This design comes from an exercise in tuning for small area, a short achievable clock period and few clock cycles per item on the open sky130 flow, not from production work.
Only simulation tests tie the RTL to the original design; equivalence was not proved.

$ cat flow/config.mk
export PLATFORM = sky130hd
export DESIGN_NAME = rv32m_unit
export DESIGN_NICKNAME = rv32m_unit
export VERILOG_FILES = /design/flow/design.v
export SDC_FILE = /design/flow/constraint.sdc
export NUM_CORES = 4
export LEC_CHECK = 0
export CAP_MARGIN = 20
export CORE_MARGIN = 2
export CORE_UTILIZATION = 40
export PLACE_DENSITY = 0.6
export SLEW_MARGIN = 20
$ cat flow/constraint.sdc
create_clock -name core_clock -period 10.0 [get_ports {clk_i}]
set_input_delay 2.0000 -clock core_clock [delete_from_list [all_inputs] [get_ports {clk_i}]]
set_output_delay 2.0000 -clock core_clock [all_outputs]
set_load 0.01 [all_outputs]
$ cat flow/design.v
`timescale 1ns/100ps
module muldiv_router (
    input  logic                clk_i,
    input  logic                arst_n_i,
    input  logic                cmd_valid_i,
    output logic                cmd_ready_o,
    input  logic [2:0]          cmd_op_i,
    input  logic [31:0]         cmd_src1_i,
    input  logic [31:0]         cmd_src2_i,
    input  logic [4:0]          cmd_tag_i,
    output logic                rsp_valid_o,
    input  logic                rsp_ready_i,
    output logic [4:0]          rsp_tag_o,
    output logic [31:0]         rsp_result_o,
    output logic                mul_cmd_valid,
    input  logic                mul_cmd_ready,
    output logic                div_cmd_valid,
    input  logic                div_cmd_ready,
    input  logic                mul_rsp_valid,
    output logic                mul_rsp_ready,
    input  logic [4:0]          mul_rsp_tag,
    input  logic [31:0]         mul_rsp_result,
    input  logic                div_rsp_valid,
    output logic                div_rsp_ready,
    input  logic [4:0]          div_rsp_tag,
    input  logic [31:0]         div_rsp_result
);
    logic  is_div;        
    logic  slot_load;
    logic  slot_valid_q;
    logic [5-1:0]  slot_tag_q;
    logic [32-1:0] slot_result_q;
    assign is_div = cmd_op_i[2];
    assign mul_cmd_valid = cmd_valid_i && !is_div;
    assign div_cmd_valid = cmd_valid_i && is_div;
    assign cmd_ready_o = is_div ? div_cmd_ready : mul_cmd_ready;
    assign slot_load = !slot_valid_q || rsp_ready_i;
    assign div_rsp_ready = slot_load;
    assign mul_rsp_ready = slot_load && !div_rsp_valid;   
    always_ff @(posedge clk_i or negedge arst_n_i) begin
        if (!arst_n_i) begin
            slot_valid_q <= 1'b0;
        end else if (slot_load) begin
            slot_valid_q <= div_rsp_valid || mul_rsp_valid;
        end
    end
    always_ff @(posedge clk_i) begin
        if (slot_load) begin
            if (div_rsp_valid) begin
                slot_tag_q    <= div_rsp_tag;
                slot_result_q <= div_rsp_result;
            end else begin
                slot_tag_q    <= mul_rsp_tag;
                slot_result_q <= mul_rsp_result;
            end
        end
    end
    assign rsp_valid_o  = slot_valid_q;
    assign rsp_tag_o    = slot_tag_q;
    assign rsp_result_o = slot_result_q;
endmodule
`timescale 1ns/100ps
module mul_unit (
    input  logic             clk_i,
    input  logic             arst_n_i,
    input  logic             cmd_valid,
    output logic             cmd_ready,
    input  logic [2:0]       cmd_op,
    input  logic [31:0]      cmd_src1,
    input  logic [31:0]      cmd_src2,
    input  logic [4:0]       cmd_tag,
    output logic             rsp_valid,
    input  logic             rsp_ready,
    output logic [4:0]       rsp_tag,
    output logic [31:0]      rsp_result
);
    localparam int MSB = 32 - 1;
    localparam logic [2:0] OP_MUL    = 3'd0;
    localparam logic [2:0] OP_MULH   = 3'd1;
    localparam logic [2:0] OP_MULHSU = 3'd2;
    localparam logic [1:0] MUL_IDLE = 2'd0;
    localparam logic [1:0] MUL_EXEC = 2'd1;
    localparam logic [1:0] MUL_RET  = 2'd2;
    logic [1:0] state;
    logic signed [32:0]     mcand_q;    
    logic signed [32:0]     mplier_q;
    logic        [2*32-1:0] product_q;
    logic                            is_high_q;
    logic [5-1:0]                            tag_q;
    logic accept;
    logic src1_signed;
    logic src2_signed;
    assign src1_signed = (cmd_op == OP_MULH) || (cmd_op == OP_MULHSU);
    assign src2_signed = (cmd_op == OP_MULH);
    assign cmd_ready = (state == MUL_IDLE);
    assign accept    = cmd_valid && cmd_ready;
    always_ff @(posedge clk_i or negedge arst_n_i) begin
        if (!arst_n_i) begin
            state <= MUL_IDLE;
        end else begin
            case (state)
                MUL_IDLE: if (accept) state <= MUL_EXEC;
                MUL_EXEC: state <= MUL_RET;
                MUL_RET:  if (rsp_ready) state <= MUL_IDLE;
                default:  state <= MUL_IDLE;
            endcase
        end
    end
    always_ff @(posedge clk_i) begin
        if (accept) begin
            mcand_q   <= {src1_signed & cmd_src1[MSB], cmd_src1};
            mplier_q  <= {src2_signed & cmd_src2[MSB], cmd_src2};
            is_high_q <= (cmd_op != OP_MUL);
            tag_q     <= cmd_tag;
        end
        if (state == MUL_EXEC) begin
            product_q <= mcand_q * mplier_q;   
        end
    end
    assign rsp_valid  = (state == MUL_RET);
    assign rsp_tag    = tag_q;
    assign rsp_result = is_high_q ? product_q[2*32-1:32] : product_q[MSB:0];
endmodule
`timescale 1ns/100ps
module div_unit (
    input  logic         clk_i,
    input  logic         arst_n_i,
    input  logic             cmd_valid,
    output logic             cmd_ready,
    input  logic [2:0]       cmd_op,
    input  logic [31:0]      cmd_src1,
    input  logic [31:0]      cmd_src2,
    input  logic [4:0]       cmd_tag,
    output logic             rsp_valid,
    input  logic             rsp_ready,
    output logic [4:0]       rsp_tag,
    output logic [31:0]      rsp_result
);
    localparam int MSB   = 32 - 1;
    localparam int CNT_W = $clog2(32);
    localparam logic [2:0] OP_DIV = 3'd4;
    localparam logic [2:0] OP_REM = 3'd6;
    localparam logic [1:0] DIV_IDLE  = 2'd0;
    localparam logic [1:0] DIV_CHECK = 2'd1;
    localparam logic [1:0] DIV_EXEC  = 2'd2;
    localparam logic [1:0] DIV_RET   = 2'd3;
    logic [1:0]       state;
    logic [CNT_W-1:0] cntr;
    logic [32-1:0] remainder_q;
    logic [32-1:0] quotient_q;
    logic [32-1:0] divisor_q;
    logic  is_rem_q;
    logic  dvs_neg_q;    
    logic  quo_neg_q;    
    logic  rem_neg_q;    
    logic [5-1:0]  tag_q;
    logic                  accept;
    logic                  signed_op;
    logic                  step_ok;
    logic [32:0]   shifted;
    logic [32+1:0] diff;
    logic [32-1:0]                 dvd_mag;
    logic [32-1:0]                 dvs_mag;
    assign cmd_ready = (state == DIV_IDLE);
    assign accept    = cmd_valid && cmd_ready;
    assign signed_op = (cmd_op == OP_DIV) || (cmd_op == OP_REM);
    assign dvd_mag = rem_neg_q ? -remainder_q : remainder_q;
    assign dvs_mag = dvs_neg_q ? -divisor_q : divisor_q;
    assign shifted = {remainder_q, quotient_q[MSB]};
    assign diff    = {1'b0, shifted} - {2'b00, divisor_q};
    assign step_ok = !diff[32+1];   
    always_ff @(posedge clk_i or negedge arst_n_i) begin
        if (!arst_n_i) begin
            state <= DIV_IDLE;
            cntr  <= '0;
        end else begin
            case (state)
                DIV_IDLE: if (accept) state <= DIV_CHECK;
                DIV_CHECK: begin
                    cntr <= CNT_W'(32 - 1);
                    if (divisor_q == '0) begin
                        state <= DIV_RET;   
                    end else begin
                        state <= DIV_EXEC;
                    end
                end
                DIV_EXEC: begin
                    cntr <= cntr - 1'b1;
                    if (cntr == '0) state <= DIV_RET;
                end
                DIV_RET: if (rsp_ready) state <= DIV_IDLE;
                default: state <= DIV_IDLE;
            endcase
        end
    end
    always_ff @(posedge clk_i) begin
        case (state)
            DIV_IDLE: begin
                if (accept) begin
                    is_rem_q    <= cmd_op[1];   
                    dvs_neg_q   <= signed_op & cmd_src2[MSB];
                    quo_neg_q   <= signed_op & (cmd_src1[MSB] ^ cmd_src2[MSB]);
                    rem_neg_q   <= signed_op & cmd_src1[MSB];
                    divisor_q   <= cmd_src2;
                    remainder_q <= cmd_src1;
                    quotient_q  <= '0;
                    tag_q       <= cmd_tag;
                end
            end
            DIV_CHECK: begin
                if (divisor_q == '0) begin
                    quo_neg_q  <= 1'b0;
                    rem_neg_q  <= 1'b0;
                    quotient_q <= '1;
                end else begin
                    divisor_q   <= dvs_mag;
                    remainder_q <= '0;
                    quotient_q  <= dvd_mag;   
                end
            end
            DIV_EXEC: begin
                if (step_ok) begin
                    remainder_q <= diff[MSB:0];
                    quotient_q  <= {quotient_q[MSB-1:0], 1'b1};
                end else begin
                    remainder_q <= shifted[MSB:0];
                    quotient_q  <= {quotient_q[MSB-1:0], 1'b0};
                end
            end
            default: ;   
        endcase
    end
    assign rsp_valid  = (state == DIV_RET);
    assign rsp_tag    = tag_q;
    assign rsp_result = is_rem_q ? (rem_neg_q ? -remainder_q : remainder_q)
                                 : (quo_neg_q ? -quotient_q : quotient_q);
endmodule
`timescale 1ns/100ps
module rv32m_unit (
    input  logic             clk_i,
    input  logic             arst_n_i,
    input  logic             cmd_valid_i,
    output logic             cmd_ready_o,
    input  logic [2:0]       cmd_op_i,
    input  logic [31:0]      cmd_src1_i,
    input  logic [31:0]      cmd_src2_i,
    input  logic [4:0]       cmd_tag_i,
    output logic             rsp_valid_o,
    input  logic             rsp_ready_i,
    output logic [4:0]       rsp_tag_o,
    output logic [31:0]      rsp_result_o
);
    logic  mul_cmd_valid, mul_cmd_ready, div_cmd_valid, div_cmd_ready;
    logic  mul_rsp_valid, mul_rsp_ready, div_rsp_valid, div_rsp_ready;
    logic [5-1:0]  mul_rsp_tag, div_rsp_tag;
    logic [32-1:0] mul_rsp_result, div_rsp_result;
    muldiv_router u_router (
        .clk_i          (clk_i),
        .arst_n_i       (arst_n_i),
        .cmd_valid_i    (cmd_valid_i),
        .cmd_ready_o    (cmd_ready_o),
        .cmd_op_i       (cmd_op_i),
        .cmd_src1_i     (cmd_src1_i),
        .cmd_src2_i     (cmd_src2_i),
        .cmd_tag_i      (cmd_tag_i),
        .rsp_valid_o    (rsp_valid_o),
        .rsp_ready_i    (rsp_ready_i),
        .rsp_tag_o      (rsp_tag_o),
        .rsp_result_o   (rsp_result_o),
        .mul_cmd_valid  (mul_cmd_valid),
        .mul_cmd_ready  (mul_cmd_ready),
        .div_cmd_valid  (div_cmd_valid),
        .div_cmd_ready  (div_cmd_ready),
        .mul_rsp_valid  (mul_rsp_valid),
        .mul_rsp_ready  (mul_rsp_ready),
        .mul_rsp_tag    (mul_rsp_tag),
        .mul_rsp_result (mul_rsp_result),
        .div_rsp_valid  (div_rsp_valid),
        .div_rsp_ready  (div_rsp_ready),
        .div_rsp_tag    (div_rsp_tag),
        .div_rsp_result (div_rsp_result)
    );
    mul_unit u_mul (
        .clk_i      (clk_i),
        .arst_n_i   (arst_n_i),
        .cmd_valid  (mul_cmd_valid),
        .cmd_ready  (mul_cmd_ready),
        .cmd_op     (cmd_op_i),
        .cmd_src1   (cmd_src1_i),
        .cmd_src2   (cmd_src2_i),
        .cmd_tag    (cmd_tag_i),
        .rsp_valid  (mul_rsp_valid),
        .rsp_ready  (mul_rsp_ready),
        .rsp_tag    (mul_rsp_tag),
        .rsp_result (mul_rsp_result)
    );
    div_unit u_div (
        .clk_i      (clk_i),
        .arst_n_i   (arst_n_i),
        .cmd_valid  (div_cmd_valid),
        .cmd_ready  (div_cmd_ready),
        .cmd_op     (cmd_op_i),
        .cmd_src1   (cmd_src1_i),
        .cmd_src2   (cmd_src2_i),
        .cmd_tag    (cmd_tag_i),
        .rsp_valid  (div_rsp_valid),
        .rsp_ready  (div_rsp_ready),
        .rsp_tag    (div_rsp_tag),
        .rsp_result (div_rsp_result)
    );
endmodule
$ cat flow/run.sh
#!/bin/bash
# synth_recipe.tcl (not shown) runs the flow's synth.tcl, then flattens the netlist and writes it again
# the make line also repeats each setting of config.mk as NAME=value (left out here)
make -C /OpenROAD-flow-scripts/flow DESIGN_CONFIG=/design/flow/config.mk WORK_HOME=/design/flow/orfs CLKGATE_MAP_FILE= SYNTH_SCRIPT=/design/flow/synth_recipe.tcl finish
==> summary.txt <==
----------------------------------------------------
[Status]
  Result of the run ... timing/DRC/antenna clean

[Drt]
  Detailed-route via count ... 36753
  Routed vias/inst ... 5.13
  First-pass DRT Iterations ... 5
  Total routed wirelength ... 148 mm
  Number of antenna-violating nets in the routed design ... 0
  Violation count after the first detailed-routing iteration ... 2567
  Residual DRC count ... 0
  Avg WL per Cell ... 20.6 um

[Clocking]
  Clock sink total ... 288
  Clock transition at the register clock pins on the worst setup and hold paths after CTS ... 0.06 ns
  Largest buffer count on any clock path ... 3
  H-tree depth ... 2
  Clock latency on the worst-skew pair ... 0.55 ns
  Number of gates resized after CTS ... 0
  Clock tree from TritonCTS ... yes
  Inserted Clock Buffers ... 36
  Root buffer cell ... clkbuf_16
  Post-CTS Hold Buffers ... 0
  Buffers inserted during post-CTS setup optimization ... 0

[Synth]
  Post-Syn Nets ... 6855
  Post-Syn Instances ... 5400
  Synth async-reset ratio ... 3.47%
  Number of synthesized flops with an enable pin ... 278
  Sequential element share of the synthesized area ... 16.2%
  Syn Std Cell Area ... 53100 um2
  Mean cell area of the mapped netlist ... 9.83 um2
  Synth unique cells ... 89
  Ys flop type ... edfxtp_1
  Number of register bits inferred by synthesis ... 288
  Number of warnings printed during yosys synthesis ... 3

[Critical path]
  Worst EP required ... 10.26 ns
  Endpoint arrival time on the critical path ... 9.05 ns
  Crit-path max FO ... 25
  Slowest Stage Delay on Critical Path ... 0.99 ns
  Critical Path Slowest Stage Cell ... edfxtp_1
  Crit end category ... flop
  Worst path most repeated cell ... fa_1
  Sort of element at the start of the critical path ... flop
  Category of the most critical setup path ... reg -> reg

[Hold path]
  Tightest Hold Check Type ... reg -> reg

[Timing]
  Worst slew slack as a fraction of its limit ... 21.4%
  Setup violations, final ... 0
  Actual slew at the worst max-slew pin ... 1.18 ns
  Final Hold Viols ... 0
  Share of the clock period used by the worst path ... 88.0%
  Summed negative setup slack over all endpoints ... 0 ns
  Final worst hold slack ... 0.500 ns
  Final Max Slew Viols ... 0
  Clock skew ... 0.0275 ns
  Smallest setup slack after layout ... 1.20 ns
  RSZ-0062 raised after global routing ... no
  Final critical-path required period ... 8.80 ns
  Max Fclk ... 114 MHz

[Finish]
  Filler cells ... 12626
  Top library cells by usage in the layout, fill and taps aside ... inv_1 (1158), fa_1 (1126), nand2_1 (703), and2_1 (540), edfxtp_1 (278)
  Multi-input combinational cell area ... 39200 um2
  Fraction of layout cells with a size suffix above 1 ... 4.27%
  Register Area ... 8600 um2
  Syn-to-layout area delta ... 8.16%
  Layout Nets ... 6843
  Most frequent standard cell in the layout excluding fill and tap cells ... inv_1

[Placement]
  Port buffer count ... 114
  Final weighted congestion in routability-driven placement ... 0.909
  Worst Setup Slack post-DPL ... 1.29 ns
  Sum of net half-perimeters after detailed placement ... 123 mm

[Floorplanning]
  Floorplan Core Area ... 132000 um2
  Area of the die ... 136000 um2
  Boundary Pins ... 115
  Horizontal extent of the die ... 368 um
  Number of core rows ... 133
  Effective utilization at floorplan ... 40.3%
  Die height ... 368 um

[Run]
  Max cap viols ... 0

[Global routing]
  Largest net degree at the start of global routing ... 74
  Global-route wire length before repair ... 236 mm
  Global routing usage summed across all routing layers ... 22.4%
  Remaining global-route overflow ... 0
  Vias in the first global route ... 39789
  Initial antenna violation count ... 8

----------------------------------------------------
[metrics by stage]
step	util (%)	std cells	cell area (um2)
floorplan	-	5400	53100
global placement	42.7	7098	56200
detailed placement	42.7	7101	56300
CTS	43.6	7163	57300
global route	43.6	7167	57400
finish	43.6	7168	57400
[worst max-delay path, delay by kind of cell, from the launching register on]
kind | cells | cell delay [ns]
adder cells (fa/ha/maj) | 9 | 4.31
AO/OA/AOI/OAI | 6 | 1.50
AND/OR/NAND/NOR | 5 | 1.05
flip-flops | 1 | 0.99
buffers and inverters | 7 | 0.63
[flip-flops by register name, indices dropped and copies added (netlist names)]
name                    cells
u_div.cntr                  5
u_div.divisor_q            32
u_div.dvs_neg_q             1
u_div.is_rem_q              1
u_div.quo_neg_q             1
u_div.quotient_q           32
u_div.rem_neg_q             1
u_div.remainder_q          32
u_div.state                 2
u_div.tag_q                 5
u_mul.is_high_q             1
u_mul.mcand_q              33
u_mul.mplier_q             33
u_mul.product_q            64
u_mul.state                 2
u_mul.tag_q                 5
u_router.slot_result_q     32
u_router.slot_tag_q         5
u_router.slot_valid_q       1
[logic make-up after synthesis]
logic type      Yosys count  synth area share, %
compound gates          488                 6.04
mux                      70                 1.40
flops                   288                 16.2
fa+ha+maj              1379                 48.4
simple gates           1551                 14.6
xor+xnor                194                 3.20
buf+inv                1430                 10.1
[final timing paths]
path	depth (start not counted)	to	slack, ns	startpoint
min in group asynchronous	1	u_mul.state[0]$_DFFE_PN0P_	1.81	arst_n_i
max in group asynchronous	1	u_router.slot_valid_q$_DFFE_PN0N_	7.84	arst_n_i
min	1	u_div.cntr[0]$_DFFE_PN0N_	0.50	u_div.cntr[0]$_DFFE_PN0N_
max	27	u_mul.product_q[63]$_DFFE_PN_	1.20	u_mul.mplier_q[17]$_DFFE_PP_
max reg2reg	27	u_mul.product_q[63]$_DFFE_PN_	1.20	u_mul.mplier_q[17]$_DFFE_PP_
min reg2reg	1	u_div.cntr[0]$_DFFE_PN0N_	0.50	u_div.cntr[0]$_DFFE_PN0N_
[layer usage]
| layer | vias up | global-route usage, % | share of wire [%] |
|---|---|---|---|
| met3 | 187 | 2.03 | 5.2 |
| met4 | 0 | 4.84 | 2.4 |
| met5 | - | 0 | 0 |
| li1 | 16321 | - | - |
| met2 | 1015 | 38.5 | 50 |
| met1 | 19230 | 30.9 | 43 |
[synth_stat cells (all sizes together), types with 4 or more instances]
cell	number	area share (%)
inv	1158	8.2
fa	1126	42
nand2	704	5.0
and2	541	6.4
edfxtp	278	16
ha	253	6.0
clkbuf	250	1.8
o21ai	171	1.6
xnor2	124	2.0
nor2	92	0.65
a21oi	89	0.85
xor2	70	1.2
a21o	54	0.76
nor2b	43	0.51
mux2i	36	0.68
nor3	36	0.37
mux2	34	0.72
nand3	34	0.32
o31ai	23	0.36
buf	22	0.18
a31oi	21	0.25
nand2b	21	0.25
or3	17	0.22
nand4	16	0.19
o21bai	15	0.21
o211ai	14	0.22
and3	12	0.14
o41ai	12	0.28
o21a	11	0.16
a22o	10	0.17
dfrtp	10	0.47
nor4	8	0.13
or2	7	0.087
or4	6	0.11
a211o	5	0.083
a211oi	5	0.080
a221oi	5	0.094
a311oi	5	0.083
and4	5	0.083
o2bb2ai	5	0.083
o311ai	5	0.083
a21boi	4	0.057
o22ai	4	0.047
[final cells by class]
| cell class | instances | area share [%] |
|---|---|---|
| multi-input cells | 3682 | 68.2 |
| clock buffers | 40 | 1.60 |
| repair buffers | 222 | 3.51 |
| inverters | 1158 | 7.57 |
| diodes | 1 | 0.00436 |
| clock inverters | 22 | 0.275 |
| flip-flops and latches | 288 | 15.0 |
| well taps | 1755 | 3.83 |
Testbench counts, summed over its fixed seeds: cycles 19,759, items 1,920.

[static timing again, ports no longer ideal]
Ports are ideal in the flow. The routed layout listed here was re-timed in OpenROAD.
Step 1, drivers: a clkbuf_16 drives clk_i and a buf_2 each remaining input, both assumed.
Step 2 adds t to the input delays and takes it off the output delays; t is the mean of the earliest and latest rising clock arrival at the registers after step 1. Input paths then give back, and output paths get back, about the clock's delay inside the block.
Three values: no drivers, after step 1, after step 2; two values: the first two.
shift t [ns]: 0.577
setup slack, ns: 1.204 / 1.204 / 1.204
worst hold slack (ns): 0.500 / 0.500 / 0.500
worst setup path at the end: register to register
pins driven straight from the clock port: 1
After both steps setup and hold are still met in this run. For this run, drivers alone change the setup slack by 0.000 ns; drivers and shift together by 0.000 ns.
